What follows belongs to an exercise in optimizing a design on an open flow for small area, a short achievable clock period and few clock cycles per item; a production flow would make more cautious choices. Function was checked by simulation only, so behaviour that the tests miss may differ from the original. No activity file was given, so power comes from the tool's default toggle rates.

==> constraint.sdc <==
create_clock -name core_clock -period 7.0 [get_ports {clk}]
set_input_delay 1.4000 -clock core_clock [delete_from_list [all_inputs] [get_ports {clk}]]
set_output_delay 1.4000 -clock core_clock [all_outputs]
set_load 0.01 [all_outputs]
==> design.v <==
module muldiv_seq #(
    parameter int XLEN = 64
) (
    input  logic            clk,
    input  logic            reset,
    input  logic            start_i,
    input  logic [3:0]      op_i,
    input  logic [XLEN-1:0] a_i,
    input  logic [XLEN-1:0] b_i,
    input  logic            flush_i,
    input  logic            ack_i,
    output logic            busy_o,
    output logic            stall_o,
    output logic            done_o,
    output logic [XLEN-1:0] result_o,
    output logic [1:0]      dbg_state_o
);
    logic busy_q, done_q;
    logic ph_mul_q, ph_div_q, ph_fix_q;
    logic w_q, rem_q, sa_q, sb_q, negres_q;
    logic b1one_q, b1two_q, b1neg_q, b2one_q, b2two_q, b2neg_q;
    logic cx_q, asel_y_q, aselz_q, ainv_q;
    logic [5:0]  cnt_q;
    logic [64:0] r_q;    
    logic [64:0] x_q;    
    logic [63:0] y_q;    
    function automatic logic [64:0] wsext(input logic w, input logic [64:0] v);
        wsext = w ? {{33{v[31]}}, v[31:0]} : v;
    endfunction
    function automatic logic [6:0] lzc64(input logic [63:0] v);
        logic [31:0][1:0] c1;
        logic [15:0][2:0] c2;
        logic [7:0][3:0]  c3;
        logic [3:0][4:0]  c4;
        logic [1:0][5:0]  c5;
        for (int i = 0; i < 32; i++)
            c1[i] = v[2*i+1] ? 2'd0 : (v[2*i] ? 2'd1 : 2'd2);
        for (int i = 0; i < 16; i++)
            c2[i] = c1[2*i+1][1] ? {c1[2*i][1], ~c1[2*i][1], c1[2*i][0]}
                                 : {1'b0, c1[2*i+1]};
        for (int i = 0; i < 8; i++)
            c3[i] = c2[2*i+1][2] ? {c2[2*i][2], ~c2[2*i][2], c2[2*i][1:0]}
                                 : {1'b0, c2[2*i+1]};
        for (int i = 0; i < 4; i++)
            c4[i] = c3[2*i+1][3] ? {c3[2*i][3], ~c3[2*i][3], c3[2*i][2:0]}
                                 : {1'b0, c3[2*i+1]};
        for (int i = 0; i < 2; i++)
            c5[i] = c4[2*i+1][4] ? {c4[2*i][4], ~c4[2*i][4], c4[2*i][3:0]}
                                 : {1'b0, c4[2*i+1]};
        lzc64 = c5[1][5] ? {c5[0][5], ~c5[0][5], c5[0][4:0]} : {1'b0, c5[1]};
    endfunction
    function automatic logic [2:0] booth(input logic hi, input logic lo, input logic prev);
        booth = {lo ^ prev,
                 (hi & ~lo & ~prev) | (~hi & lo & prev),
                 hi & ~(lo & prev)};
    endfunction
    logic accept, working;
    logic d_mul, d_w, d_sgn, d_rem, d_legal, d_sx;
    logic [63:0] a_ext, b_ext, ymul, xmul;
    logic [64:0] x_al;
    logic [6:0]  ca, cb, cbr;
    logic [7:0]  jdiff;
    logic        swap, d_sa, d_sb, d_bzero, d_early;
    logic [2:0]  d_bt1, d_bt2;
    always_comb begin
        accept  = !busy_q && start_i && !flush_i;
        working = busy_q && !done_q;
        d_mul   = (op_i == 4'd0) || (op_i == 4'd1);
        d_w     = (op_i == 4'd1) || (op_i == 4'd6) || (op_i == 4'd7) ||
                  (op_i == 4'd8) || (op_i == 4'd9);
        d_sgn   = (op_i == 4'd2) || (op_i == 4'd4) || (op_i == 4'd6) || (op_i == 4'd8);
        d_rem   = (op_i == 4'd4) || (op_i == 4'd5) || (op_i == 4'd8) || (op_i == 4'd9);
        d_legal = (op_i <= 4'd9);
        d_sx    = d_sgn || d_mul;
        a_ext   = d_w ? {{32{d_sx & a_i[31]}}, a_i[31:0]} : a_i;
        b_ext   = d_w ? {{32{d_sx & b_i[31]}}, b_i[31:0]} : b_i;
        d_sa    = d_sgn & a_ext[63];
        d_sb    = d_sgn & b_ext[63];
        ca    = lzc64(a_ext ^ {64{d_sx & a_ext[63]}});
        cbr   = lzc64(b_ext ^ {64{d_sx & b_ext[63]}});
        cb    = cbr[6] ? 7'd63 : cbr;
        swap  = cbr > ca;
        jdiff   = {2'b00, cb[5:0]} + {7'd0, d_sa} - {1'b0, ca};
        d_bzero = (b_ext == 64'd0);
        d_early = jdiff[7] | d_bzero;
        x_al    = {d_sb, b_ext} << jdiff[5:0];
        ymul  = swap ? b_ext : a_ext;
        xmul  = swap ? a_ext : b_ext;
        d_bt1 = booth(ymul[1], ymul[0], 1'b0);
        d_bt2 = booth(ymul[3], ymul[2], ymul[1]);
    end
    logic [65:0] op_a, sel1, sel2, op1, op2, cs_s, cs_c, sum;
    logic [65:0] x66;
    always_comb begin
        x66  = {x_q[64], x_q};
        op_a = {{2{r_q[64] & ~aselz_q & ~asel_y_q}},
                (aselz_q ? 64'd0 : (asel_y_q ? y_q : r_q[63:0])) ^ {64{ainv_q}}};
        sel1 = b1one_q ? x66 : (b1two_q ? {x66[64:0], 1'b0} : 66'd0);
        sel2 = b2one_q ? {x66[63:0], 2'b00} : (b2two_q ? {x66[62:0], 3'b000} : 66'd0);
        op1  = sel1 ^ {66{b1neg_q}};
        op2  = sel2 ^ {66{b2neg_q}};
        cs_s = op_a ^ op1 ^ op2;
        cs_c = {((op_a & op1) | (op_a & op2) | (op1 & op2)), b1neg_q};
        sum  = cs_s + cs_c[65:0] + {65'd0, b2neg_q | cx_q};
    end
    logic mul_last, div_last, rneg, wfin;
    logic [2:0] n_bt1, n_bt2;
    always_comb begin
        mul_last = (&y_q[63:3]) | ~(|y_q[63:3]);
        div_last = (cnt_q == 6'd0);
        rneg     = sum[64];
        n_bt1    = booth(y_q[5], y_q[4], y_q[3]);
        n_bt2    = booth(y_q[7], y_q[6], y_q[5]);
        wfin     = w_q & (ph_fix_q | (ph_mul_q & mul_last) | (ph_div_q & rem_q & div_last));
    end
    always_ff @(posedge clk) begin
        if (!reset) begin
            busy_q    <= 1'b0;
            done_q    <= 1'b0;
            ph_mul_q  <= 1'b0;
            ph_div_q  <= 1'b0;
            ph_fix_q  <= 1'b0;
        end else if (accept) begin
            busy_q    <= 1'b1;
            done_q    <= !d_legal;
            ph_mul_q  <= d_legal && d_mul;
            ph_div_q  <= d_legal && !d_mul && !d_early;
            ph_fix_q  <= d_legal && !d_mul && d_early;
        end else if (working && flush_i) begin
            busy_q    <= 1'b0;
            ph_mul_q  <= 1'b0;
            ph_div_q  <= 1'b0;
            ph_fix_q  <= 1'b0;
        end else if (done_q) begin
            if (ack_i || flush_i) begin
                busy_q <= 1'b0;
                done_q <= 1'b0;
            end
        end else begin
            if (ph_mul_q && mul_last) begin
                ph_mul_q <= 1'b0;
                done_q   <= 1'b1;
            end
            if (ph_div_q && div_last) begin
                ph_div_q <= 1'b0;
                if (!rem_q || rneg || negres_q) ph_fix_q <= 1'b1;
                else done_q <= 1'b1;
            end
            if (ph_fix_q) begin
                ph_fix_q <= 1'b0;
                done_q   <= 1'b1;
            end
        end
    end
    always_ff @(posedge clk) begin
        if (accept) begin
            w_q      <= d_w;
            rem_q    <= d_rem;
            sa_q     <= d_sa;
            sb_q     <= d_sb;
            negres_q <= d_rem ? d_sa : (d_sa ^ d_sb);
            cnt_q    <= jdiff[5:0];
            r_q      <= (d_mul || !d_legal) ? 65'd0 : {1'b0, a_ext};
            x_q      <= d_mul ? {xmul[63], xmul} : x_al;
            y_q      <= d_mul ? ymul : 64'd0;
            {b1one_q, b1two_q, b1neg_q} <= d_mul ? d_bt1 : (d_early ? 3'b000 : {2'b10, ~d_sb});
            {b2one_q, b2two_q, b2neg_q} <= d_mul ? d_bt2 : 3'b000;
            cx_q     <= !d_mul && !d_early && d_sa;
            ainv_q   <= !d_mul && (d_early ? (!d_rem && d_bzero) : d_sa);
            aselz_q  <= !d_mul && d_early && !d_rem;
            asel_y_q <= 1'b0;
        end else begin
            if (ph_mul_q) y_q <= {{4{y_q[63]}}, y_q[63:4]};
            else          y_q <= {y_q[62:0], ~rneg};
        end
        if (!accept && working) begin
            r_q <= wsext(wfin, sum[64:0]);
            if (ph_mul_q) begin
                x_q <= {x_q[60:0], 4'b0000};
                {b1one_q, b1two_q, b1neg_q} <= n_bt1;
                {b2one_q, b2two_q, b2neg_q} <= n_bt2;
            end
            if (ph_div_q) begin
                if (!div_last) begin
                    x_q     <= {x_q[64], x_q[64:1]};
                    cnt_q   <= cnt_q - 6'd1;
                    b1neg_q <= ~rneg ^ sb_q;
                    cx_q    <= 1'b0;
                    ainv_q  <= 1'b0;
                end else begin
                    asel_y_q <= !rem_q;
                    ainv_q   <= negres_q;
                    cx_q     <= negres_q;
                    b1one_q  <= rem_q && rneg;
                    b1neg_q  <= rem_q && rneg && (negres_q ^ sb_q);
                end
            end
        end
    end
    always_comb begin
        busy_o      = busy_q;
        done_o      = done_q;
        stall_o     = accept || working;
        result_o    = r_q[63:0];
        dbg_state_o = {done_q, working};
    end
endmodule
==> config.mk <==
export PLATFORM = sky130hd
export DESIGN_NAME = muldiv_seq
export DESIGN_NICKNAME = muldiv_seq
export VERILOG_FILES = /design/flow/design.v
export SDC_FILE = /design/flow/constraint.sdc
export NUM_CORES = 4
export LEC_CHECK = 0
export CAP_MARGIN = 20
export CORE_MARGIN = 2
export CORE_UTILIZATION = 40
export SETUP_SLACK_MARGIN = 1.5
export SLEW_MARGIN = 20
==> run.sh <==
#!/bin/bash
# synth_recipe.tcl (not shown) runs the flow's synth.tcl, then flattens the netlist and writes it again
# the make line also repeats each setting of config.mk as NAME=value (left out here)
make -C /OpenROAD-flow-scripts/flow DESIGN_CONFIG=/design/flow/config.mk WORK_HOME=/design/flow/orfs CLKGATE_MAP_FILE= SYNTH_SCRIPT=/design/flow/synth_recipe.tcl finish
==> flow_summary.ini, run 1 <==
[timing]
worst_slew_pin_slew_ns = 1.13
rsz0062_at_grt = true
fin_worst_skew_ns = 0.0298
maxSlewHeadroom_pct = 24.5
post-route-period-util_pct = 95.0
finalCriticalPeriod_ns = 6.65
setup_viol = 0
finalHoldViolCount = 0
fmax_mhz = 150
hold_slack_ns = 0.486
drv_slew = 0

[clocking]
cts_buffers = 25
clkSinkCount = 219
cts_tree = done
path_clk_slew_ns = 0.07
cts-root-buf = clkbuf_16
hold_buffers = 0
h-tree-depth = 1
cts_buffer_depth = 3
clk_latency_ns = 0.57

[logic_synthesis]
synth_top_family_by_area = compound AO/OA/AOI/OAI gates
synth_area_um2 = 31600
ys.flop_type = dfxtp_1
synth_xor_area_share_pct = 7.59
ys_async_sr_fraction_pct = 0
synth-seq-cells = 219
yosysUniqueCellTypes = 104
yosys.area_share.simple_pct = 18.1
synthAdderAreaFrac_pct = 7.81
synth.mux.area_fraction_pct = 11.6
syn_nets = 4571
seq_area_frac_synth_pct = 16.2
syn_inst = 4277
synth_edf_count = 72
synth-compound-area-share_pct = 29.5
synth_area_per_cell_um2 = 7.39
synth_warnings = 1

[cells_and_area]
seq_area_um2 = 5120
drive_above_1_share_pct = 29.4
final_nets = 5186
mostFrequentLayoutCells = buf_4 (686), nand2_1 (355), nor2_1 (293), a21oi_1 (263), xnor2_1 (239)
final_core_util_pct = 56.5
areaGrowthSynthToFinish_pct = 40.6
mostFrequentLayoutCell = buf_4
multi_input_area_um2 = 26600
num-fill-cells = 7416
final_area_um2 = 44400

[status]
status = no timing/DRC/antenna violations

[power_and_ir_drop]
seq_power_share_pct = 10.2
netSwitchingFraction_pct = 53.6
power.switching_mw = 12.9
p_per_area_nw_per_um2 = 542
internal-power_mw = 11.2
p_leak_nw = 17.3
pwr-share-clk_pct = 5.6
vdd.ir_drop.worst_mv = 0.287
power_frac_comb_pct = 84.1

[global_routing]
grt_pass1_wl_um = 229000
grt_busiest_layer = met2
grt_use_met1_pct = 50.2
antenna_found_initial = 3
grt_start_max_net_pins = 78
grtUsageMet3_pct = 7.57
met2_usage_pct = 55.6
grt_pass1_vias = 34800
grt_usage_pct = 36.9
overflow = 0

[floorplanning]
core_area_um2 = 78600
die_w_um = 285
num_rows = 103
die-height_um = 285
initial_utilization_pct = 40.2
die-area_um2 = 81200
ioPinCount = 206

[worst_setup_path]
path_common_cell = buf_6
startpoint = op_i[1]
cp.arrival_ns = 7.05
crit_path_max_fanout = 6
criticalPathCategory = in -> reg
required_ns = 7.40
start_kind = input pin
cp_slowest_stage_delay_ns = 0.48
r2r_start = b2one_q$_DFF_P_
cp-end-kind = flop
crit_slowest_cell = fa_2

[routing]
vias_per_cell = 6.41
drt_wl_total_um = 161000
dr.pass1.iters = 9
drt-wirelength-per-cell_um = 27.0
vias = 38200
drt_iter0_drc = 4666
postRouteAntennaNets = 0
drcViolationCount = 0

[place]
place_area_um2 = 38500
port_buffers = 205
dp_hpwl_um = 123000
gp_congestion = 1.09

[min_path]
hold_class = reg -> reg
hp-start = cx_q$_DFF_P_

[flow_run]
cap_violations = 0
==> what timing repair did <==
item | 4_1_cts | 5_1_grt
resized for setup | 340 | 458
pin swaps | 110 | 133
buffers inserted | 67 | 73
hold endpoints to repair | 0 | 0
endpoints found under the setup margin | 169 | 178
gates cloned | 12 | 16
==> synth_stat cells (44+ instances only) <==
cell      count  area (um2)
buf_1        52         195
nand3_1      87         435
buf_4        75         563
ha_1         90        1130
a21oi_1     343        1720
dfxtp_1     147        2940
nand4_1      50         313
mux2i_1     274        2740
xnor2_1     243        2130
nor2_1      357        1340
o211ai_1     52         390
o221ai_1     64         561
clkbuf_1    270        1010
and3_1       44         275
fa_1         67        1340
a31oi_1      51         319
a22oi_1     150        1130
o21ai_0     278        1390
nand2_1     391        1470
nor4_1       47         294
nor3_1       65         325
buf_2        50         250
inv_1       195         732
o22ai_1     134         838
a211oi_1     45         338
edfxtp_1     72        2160
==> power groups by stage <==
stage / clock [mW] / sequential (mW) / combinational [mW]
floorplan: 0 / 1.98 / 10.7
global placement: 0 / 2.42 / 16.4
detailed placement: 0 / 2.42 / 16.3
CTS: 1.34 / 2.39 / 17.8
global route: 1.40 / 2.45 / 21.4
finish: 1.35 / 2.47 / 20.3
==> per-stage QoR <==
step	setup TNS (ns)	setup WS [ns]	total power [mW]	std cells
detailed placement	-65.85	-1.17	18.8	5747
CTS	0	0.569	21.5	5872
global route	0	0.192	25.3	5961
global placement	-62.14	-1.13	18.8	5747
finish	0	0.350	24.1	5962
floorplan	0	0.732	12.6	4277
==> final timing paths <==
kind,end,cells after the start,slack (ns)
hold reg to reg,cx_q$_DFF_P_,2,0.49
hold / removal,cx_q$_DFF_P_,2,0.49
setup / recovery,x_q[49]$_DFF_P_,34,0.35
setup reg to reg,b1neg_q$_DFF_P_,16,1.49
==> layout make-up <==
class / instances / area share (%)
antenna: 1 / 0.00564
clock buffer: 35 / 1.61
clock inverter: 11 / 0.211
inverter: 199 / 1.70
multi-input combinational: 3396 / 59.9
sequential: 219 / 11.5
tap: 1050 / 2.96
timing repair buffer: 1051 / 22.1
==> cells by family (layout without fill, tap and decap cells) <==
kind of cell	after synthesis	in the layout
compound gates	1417	1417
xor+xnor	273	273
flops	219	219
other cells	0	1
buf+inv	664	1296
fa+ha+maj	157	157
mux	332	332
simple gates	1215	1217
==> state kept, by name, summed over array words and instances (netlist names), 6 cells and up <==
name,count
y_q,64
cnt_q,6
r_q,65
x_q,65
==> per-layer routing <==
layer / part of all wire (%) / vias up
li1: - / 16900
met1: 40 / 18300
met2: 42 / 2469
met3: 11 / 490
met4: 6.3 / 2
met5: 0.030 / -
==> worst max-delay path: cells and delay by family <==
family / cells / cell delay, ns
AOI/OAI and AO/OA: 12 / 1.92
buffers and inverters: 12 / 1.53
and+or+nand+nor: 6 / 1.17
adders and majority gates: 3 / 0.82
muxes: 1 / 0.18
Testbench counts, summed over its fixed seeds: cycles 16,899, ops 1,920.
==> run 2: changes to the inputs <==
--- a/config.mk
+++ b/config.mk
@@ -8,5 +8,5 @@
 export CAP_MARGIN = 20
 export CORE_MARGIN = 2
 export CORE_UTILIZATION = 40
-export SETUP_SLACK_MARGIN = 1.5
+export SETUP_SLACK_MARGIN = 0.3
 export SLEW_MARGIN = 20
==> run 2 against run 1 <==
Against the previous run:
- area after synthesis is the same
- core utilization shrank 5.5 points
- combinational power shrank 16%
- first-iteration DRC count grew 6.5%
- setup slack lost 0.0067 ns
- sequential power is essentially flat
- register-to-register slack lost 0.50 ns
- non-clock buffer count shrank 178
- worst hold slack lost 0.025 ns
- sequential share of layout area grew 1.2 points
- final cell count shrank 3.0%
- design area shrank 9.8%
- largest power group unchanged
==> flow_summary.ini, run 2 <==
[worst_setup_path]
reg2reg_to = b1neg_q$_DFF_P_
start_kind = input pin
cp-end-kind = flop
required_ns = 7.47
critPathTopFamily = compound AO/OA/AOI/OAI gates
crit_slowest_cell = fa_2
startpoint = a_i[63]
rrSetupSlack_ns = 0.99
reg2regPathDepth = 17
cp.arrival_ns = 7.12
criticalPathCategory = in -> reg
path_common_cell = buf_4
cp-endpoint = x_q[33]$_DFF_P_
worstPathBufferInverterCount = 9
crit_path_max_fanout = 13
cp_slowest_stage_delay_ns = 0.64
path_depth = 29
r2r_start = b2two_q$_DFF_P_

[power_and_ir_drop]
power_mw = 21.0
power.switching_mw = 11.5
power_frac_comb_pct = 81.4
seq_power_share_pct = 11.7
p_per_area_nw_per_um2 = 525
vdd.ir_drop.worst_mv = 0.253
pwr-share-clk_pct = 6.9
internal-power_mw = 9.56
p_leak_nw = 15.8
netSwitchingFraction_pct = 54.6

[timing]
post-route-period-util_pct = 95.1
fin_worst_skew_ns = 0.0168
finalHoldViolCount = 0
setup_viol = 0
worst_slew_pin_slew_ns = 1.12
finalCriticalPeriod_ns = 6.66
rsz0062_at_grt = true
fin_tns_setup_ns = 0
fmax_mhz = 150
drv_slew = 0
maxSlewHeadroom_pct = 24.9

[floorplanning]
ioPinCount = 206
die-height_um = 285
die-area_um2 = 81200
core_area_um2 = 78600
num_rows = 103
initial_utilization_pct = 40.2
die_w_um = 285

[routing]
wl_met2_um = 64300
vias_per_cell = 6.35
vias = 36800
drcViolationCount = 0
drt-wirelength-per-cell_um = 26.2
drt_wl_total_um = 151000
postRouteAntennaNets = 0
dr.pass1.iters = 7
routed.top_layer = met4
drt_iter0_drc = 4967
wl_met3_um = 16000
met1_length_um = 63000

[clocking]
path_clk_slew_ns = 0.07
h-tree-depth = 1
cts-root-buf = clkbuf_16
cts_buffers = 27
clk_latency_ns = 0.58
clkSinkCount = 219
hold_buffers = 0
cts_buffer_depth = 3
cts_tree = done

[global_routing]
grt_start_max_net_pins = 67
grt_pass1_vias = 33600
antenna_found_initial = 1
grt_usage_pct = 35.3
grt_pass1_wl_um = 220000
overflow = 0

[logic_synthesis]
yosys.area.top_type = dfxtp_1
seq_area_frac_synth_pct = 16.2
synth_area_um2 = 31600
yosys-top-cells-area = dfxtp_1 (9.3%), mux2i_1 (8.7%), edfxtp_1 (6.8%)
synth_warnings = 1
synth_area_per_cell_um2 = 7.39
ys_async_sr_fraction_pct = 0
ys_top_cells_by_count = nand2_1 (391), nor2_1 (357), a21oi_1 (343)
synth.top_cell.area_share_pct = 9.31
syn_nets = 4571
ys.flop_type = dfxtp_1
synth-seq-cells = 219
yosysMostFrequentCell = nand2_1
synth_edf_count = 72
yosysUniqueCellTypes = 104
syn_inst = 4277

[cells_and_area]
final_cells = 5785
final_core_util_pct = 51.0
mostFrequentLayoutCell = buf_4
antenna_cells = 0
final_nets = 5008
areaGrowthSynthToFinish_pct = 26.8
drive_above_1_share_pct = 20.5
top_regs = r_q: 65 flops, x_q: 65 flops, y_q: 64 flops
mostFrequentLayoutCells = buf_4 (620), nand2_1 (384), nor2_1 (341), a21oi_1 (318), mux2i_1 (259)

[place]
port_buffers = 205
dp.cells = 5696
gp_congestion = 1.05
dp_hpwl_um = 120000

[flow_run]
cap_violations = 0

[status]
status = no timing/DRC/antenna violations

[min_path]
hold_class = reg -> reg
## run 2: cell counts after synthesis
Identical to the previous run, type by type.
## run 2: how the worst min path moves through the flow
stage                      start      endpoint  slack (ns)  cells past startpoint
floorplan           cx_q$_DFF_P_  cx_q$_DFF_P_        0.44                      2
global placement    cx_q$_DFF_P_  cx_q$_DFF_P_        0.45                      2
detailed placement  cx_q$_DFF_P_  cx_q$_DFF_P_        0.45                      2
CTS                 cx_q$_DFF_P_  cx_q$_DFF_P_        0.46                      2
global route        cx_q$_DFF_P_  cx_q$_DFF_P_        0.49                      2
finish              cx_q$_DFF_P_  cx_q$_DFF_P_        0.46                      2
## run 2: area by class of cell
type	instances	area (um2)
Tap cell	1050	1310
Clock buffer	38	810
Timing Repair Buffer	873	7600
Fill cell	7712	38600
Multi-Input combinational cell	3394	24400
Sequential cell	219	5120
Clock inverter	12	100
Inverter	199	756
## run 2: cells by family after synthesis
| group | share of synthesized area, % |
|---|---|
| AO/OA/AOI/OAI | 29.5 |
| AND/OR/NAND/NOR | 18.1 |
| buffers and inverters | 9.23 |
| multiplexers | 11.6 |
| XOR/XNOR | 7.59 |
| flip-flops | 16.2 |
| adder cells (fa/ha/maj) | 7.81 |
## run 2: routing by layer
layer	vias to the layer above	global-route usage, %
met2	2261	53.0
li1	16600	-
met3	345	6.63
met5	-	0
met1	17600	48.9
met4	0	16.2
## run 2: per-stage QoR
stage               hold WS (ns)  setup slack, ns  instance area [um2]
finish                     0.460            0.344                40100
global route               0.491            0.258                40100
CTS                        0.460            0.303                39500
detailed placement         0.451            -1.31                38000
global placement           0.447            -1.33                38000
floorplan                  0.436            0.312                31600
## run 2: timing repair
action | CTS | global route
resized for setup | 92 | 111
setup buffers | 13 | 20
cloned | 3 | 3
setup endpoints to repair | 140 | 70
pin swaps | 33 | 40
hold endpoints to repair | 0 | 0
## run 2: power by group through the flow
stage | sequential, mW | clock [mW] | combinational (mW)
final | 2.46 | 1.46 | 17.1
after global routing | 2.45 | 1.50 | 18.3
after CTS | 2.39 | 1.46 | 16.3
after detailed placement | 2.41 | 0 | 16.0
after global placement | 2.42 | 0 | 16.0
after floorplan | 1.98 | 0 | 10.3
## run 2: worst reg2reg max path: cells and delay by family, from the launching register on
| family | cells | cell delay [ns] |
|---|---|---|
| XOR/XNOR | 2 | 0.42 |
| adder cells (fa/ha/maj) | 2 | 1.04 |
| flip-flops | 1 | 0.47 |
| buffers and inverters | 2 | 0.55 |
| AO/OA/AOI/OAI | 4 | 1.29 |
| AND/OR/NAND/NOR | 7 | 2.11 |

separate check: timing with driven ports:
The flow's constraints put no driver on any port. The routed layouts listed below were extracted and timed again, unchanged, in two steps.
Step 1 assumes that a clkbuf_16 drives the clock port and a buf_2 every other input.
Step 2 also shifts input and output timing later by t, the mid clock arrival at the registers, as if the neighbouring blocks saw the same clock.
Slacks: no drivers / after step 1 / after step 2; pairs: no drivers / after step 1.
| run | shift t [ns] | slack for setup (ns) | worst slew at a driven data input, ns | cell pins on the clock port's net |
|---|---|---|---|---|
| run 1 | 0.603 | 0.350 / 0.364 / -0.239 | 0.09 | 1 |
| run 2 | 0.623 | 0.344 / 0.373 / -0.250 | 0.06 | 1 |
Met with ideal ports but missed after step 2: setup timing in run 1 and run 2. The setup slack of run 2, which loses most, moves by +0.029 ns with the drivers and by -0.594 ns with both steps.
